What follows belongs to an exercise in optimizing a design on an open flow for small area, a short achievable clock period and few clock cycles per item; a production flow would make more cautious choices.
The RTL was checked by simulation tests, not by an equivalence proof against the original design.

## mont_redc_ws
module mont_redc_ws #(
    parameter int P_WIDTH  = 64,
    parameter int W_WIDTH  = 32,
    parameter int PD_WIDTH = 2 * P_WIDTH,
    parameter int NUM_W    = P_WIDTH / W_WIDTH
) (
    input  logic                clk,
    input  logic                rst_n,
    input  logic                in_valid,
    output logic                in_ready,
    input  logic [PD_WIDTH-1:0] Mul_in,
    input  logic [P_WIDTH-1:0]  N_in,
    input  logic [W_WIDTH-1:0]  Nprime_in,
    output logic                out_valid,
    input  logic                out_ready,
    output logic [P_WIDTH-1:0]  res_out,
    output logic [P_WIDTH:0]    res_raw_out
);
Size: roughly 2800 cells after synthesis, ~260 flip-flops, roughly 360 I/O pins.
Settings: LEC_CHECK=0, CAP_MARGIN=20, CORE_MARGIN=2, CORE_UTILIZATION=40, CTS_BUF_LIST=sky130_fd_sc_hd__clkbuf_8, SLEW_MARGIN=60; clock period 16.0 ns.
standard.sh (not shown) runs the stock make flow with config.mk's settings and CLKGATE_MAP_FILE= SYNTH_SCRIPT=/design/flow/synth_recipe.tcl, a recipe that flattens the netlist after the stock synthesis.
==> flow/flow/run.sh <==
#!/bin/bash
# The standard layout (standard.sh: ORFS synth .. finish), except that the port
# buffers use the smallest plain buffer cell (every port still gets its own buffer).
export BUFFER_PORTS_ARGS="-buffer_cell sky130_fd_sc_hd__buf_1"
bash standard.sh > standard.log 2>&1
The first run finished with timing, DRC and antenna clean.
Testbench counts at the start, summed over its fixed seeds: cycles 48,016, items 4,800.
Edit:
==> flow/flow/run.sh (replaced) <==
#!/bin/bash
# The standard layout (standard.sh: ORFS synth .. finish) with two changes:
#  - port buffers use the smallest plain buffer cell (every port still gets its own buffer)
#  - the setup repair over-fixes: repair_timing aims at 10.3 ns of setup slack instead of 0
export BUFFER_PORTS_ARGS="-buffer_cell sky130_fd_sc_hd__buf_1"
export SETUP_SLACK_MARGIN=10.3
bash standard.sh > standard.log 2>&1
=> The changed run finished with timing, DRC and antenna clean. Count of clock-buffer cells in the layout decreases by 7. Non-clock buffer count increases by 24. Via count increases slightly. Synthesized cell count stays the same. Cell area increases by a few percent. Final cell count increases slightly. Maximum frequency increases by roughly a tenth.
Edit:
--- a/flow/flow/run.sh
+++ b/flow/flow/run.sh
@@ -4 +4 @@
-#  - the setup repair over-fixes: repair_timing aims at 10.3 ns of setup slack instead of 0
+#  - the setup repair over-fixes: repair_timing aims at 10.6 ns of setup slack instead of 0
@@ -6 +6 @@
-export SETUP_SLACK_MARGIN=10.3
+export SETUP_SLACK_MARGIN=10.6
The changed run passed the timing, DRC and antenna checks. Final area goes up by 6.4%. Wire length rises by about 5%. Die area does not change. Worst setup slack improves by 0.085 ns. Fmax came out higher by about 1.5%. Global-route usage went up by 0.92 points.
Edit:
==> flow/flow/run.sh (replaced) <==
#!/bin/bash
# The standard layout (standard.sh: ORFS synth .. finish), except that the port
# buffers use the smallest plain buffer cell (every port still gets its own buffer).
export BUFFER_PORTS_ARGS="-buffer_cell sky130_fd_sc_hd__buf_1"
bash standard.sh > standard.log 2>&1
Settings changed: GPL_TIMING_DRIVEN set to 1.
- maximum frequency falls by about 12%
- core utilization falls by 4.5 points
- via count falls by about 4%
- sequential share of layout area rises by 1.7 points
- die area is unchanged
- setup slack loses 0.73 ns
- critical path depth falls by 6
- cell count falls by about 2.7%
- hold slack loses 0.012 ns
- clock-buffer cell count rises by 5

---

mont_redc_ws, a different RTL version from the one above (not shown whole).
Size: roughly 2800 cells after synthesis, ~260 flip-flops, about 360 I/O pins, roughly 0.029 sq mm of cells after synthesis.
export LEC_CHECK = 0
export CAP_MARGIN = 20
export CORE_MARGIN = 2
export CORE_UTILIZATION = 40
export CTS_BUF_LIST = sky130_fd_sc_hd__clkbuf_8
export SLEW_MARGIN = 60
create_clock -name core_clock -period 16.0 [get_ports {clk}]
==> flow/flow/run.sh <==
#!/bin/bash
# The standard layout (standard.sh: ORFS synth .. finish), except that the port
# buffers use the smallest plain buffer cell (every port still gets its own buffer).
export BUFFER_PORTS_ARGS="-buffer_cell sky130_fd_sc_hd__buf_1"
bash standard.sh > standard.log 2>&1
The starting point completed with no timing, DRC or antenna violations.
Testbench counts at the start, summed over its fixed seeds: cycles 48,016, items 4,800.
Then changed:
==> flow/flow/run.sh (replaced) <==
#!/bin/bash
# The standard layout (standard.sh: ORFS synth .. finish) with two changes:
#  - port buffers use the smallest plain buffer cell (every port still gets its own buffer)
#  - the setup repair over-fixes: repair_timing aims at 10.3 ns of setup slack instead of 0
export BUFFER_PORTS_ARGS="-buffer_cell sky130_fd_sc_hd__buf_1"
export SETUP_SLACK_MARGIN=10.3
bash standard.sh > standard.log 2>&1
After rerunning: Sequential share of layout area decreases by 0.38 points. Design area rises by a few percent. Critical path depth went up by 2. Global-route usage is about the same. Final cell count came out higher slightly. Area after synthesis does not change. Maximum frequency went up by about a fifth. Die area is unchanged. Count of clock-buffer cells in the layout shrinks by 1.
Then changed:
==> flow/flow/run.sh (replaced) <==
#!/bin/bash
# The standard layout (standard.sh: ORFS synth .. finish) with two changes:
#  - port buffers use the smallest plain buffer cell (every port still gets its own buffer)
#  - the setup repair over-fixes: repair_timing aims at 10 ns of setup slack instead of 0
export BUFFER_PORTS_ARGS="-buffer_cell sky130_fd_sc_hd__buf_1"
export SETUP_SLACK_MARGIN=10
bash standard.sh > standard.log 2>&1
Outcome:
- clock skew hardly moves
- worst hold slack degrades by 0.0088 ns
- first-iteration DRC count rose slightly
- area after synthesis does not change
- setup slack degrades by 0.28 ns
- final cell count drops slightly
- core utilization decreases by 0.78 points
Then changed:
==> flow/flow/run.sh (replaced) <==
#!/bin/bash
# The standard layout (standard.sh: ORFS synth .. finish) with two changes:
#  - port buffers use the smallest plain buffer cell (every port still gets its own buffer)
#  - the setup repair over-fixes: repair_timing aims at 10.3 ns of setup slack instead of 0
export BUFFER_PORTS_ARGS="-buffer_cell sky130_fd_sc_hd__buf_1"
export SETUP_SLACK_MARGIN=10.3
bash standard.sh > standard.log 2>&1
- CTS_BUF_LIST: sky130_fd_sc_hd__clkbuf_8 -> default
The changed run ran to the end with no violations.
Synthesized cell count does not change.
Non-clock buffer count climbs by 20.
Final area goes up by 2.1%.
Setup slack improves by 0.16 ns.
Cell count is about the same.
Worst hold slack barely changes.
Via count came out higher by 0.90%.
Fmax is higher by about 2.8%.

-- static timing again, ports no longer ideal --
Ports are ideal in the flow. The routed layouts listed here were re-timed in OpenROAD.
Step 1 assumes that a clkbuf_16 drives the clock port and a buf_2 every other input.
Step 2 adds t to the input delays and takes it off the output delays; t is the mean of the earliest and latest rising clock arrival at the registers after step 1. Input paths then give back, and output paths get back, about the clock's delay inside the block.
Slacks: ideal ports / drivers / drivers and shift; pairs: ideal ports / drivers.
run | t, ns | setup WS [ns] | latest minus earliest clock arrival (ns)
the first run of note 1 | 0.687 | 9.707 / 9.707 / 9.707 | 0.053 / 0.054
the second run of note 1 | 0.714 | 10.356 / 10.356 / 10.356 | 0.065 / 0.065
the third run of note 1 | 0.705 | 10.441 / 10.441 / 10.441 | 0.047 / 0.048
the fourth run of note 1 | 0.687 | 9.707 / 9.707 / 9.707 | 0.053 / 0.054
the first run of note 2 | 0.720 | 9.582 / 9.582 / 9.582 | 0.056 / 0.056
the second run of note 2 | 0.707 | 10.425 / 10.382 / 10.425 | 0.058 / 0.058
the third run of note 2 | 0.705 | 10.149 / 10.149 / 10.149 | 0.058 / 0.057
the fourth run of note 2 | 0.618 | 10.308 / 10.308 / 10.308 | 0.040 / 0.040
After both steps setup and hold are still met in every run listed.
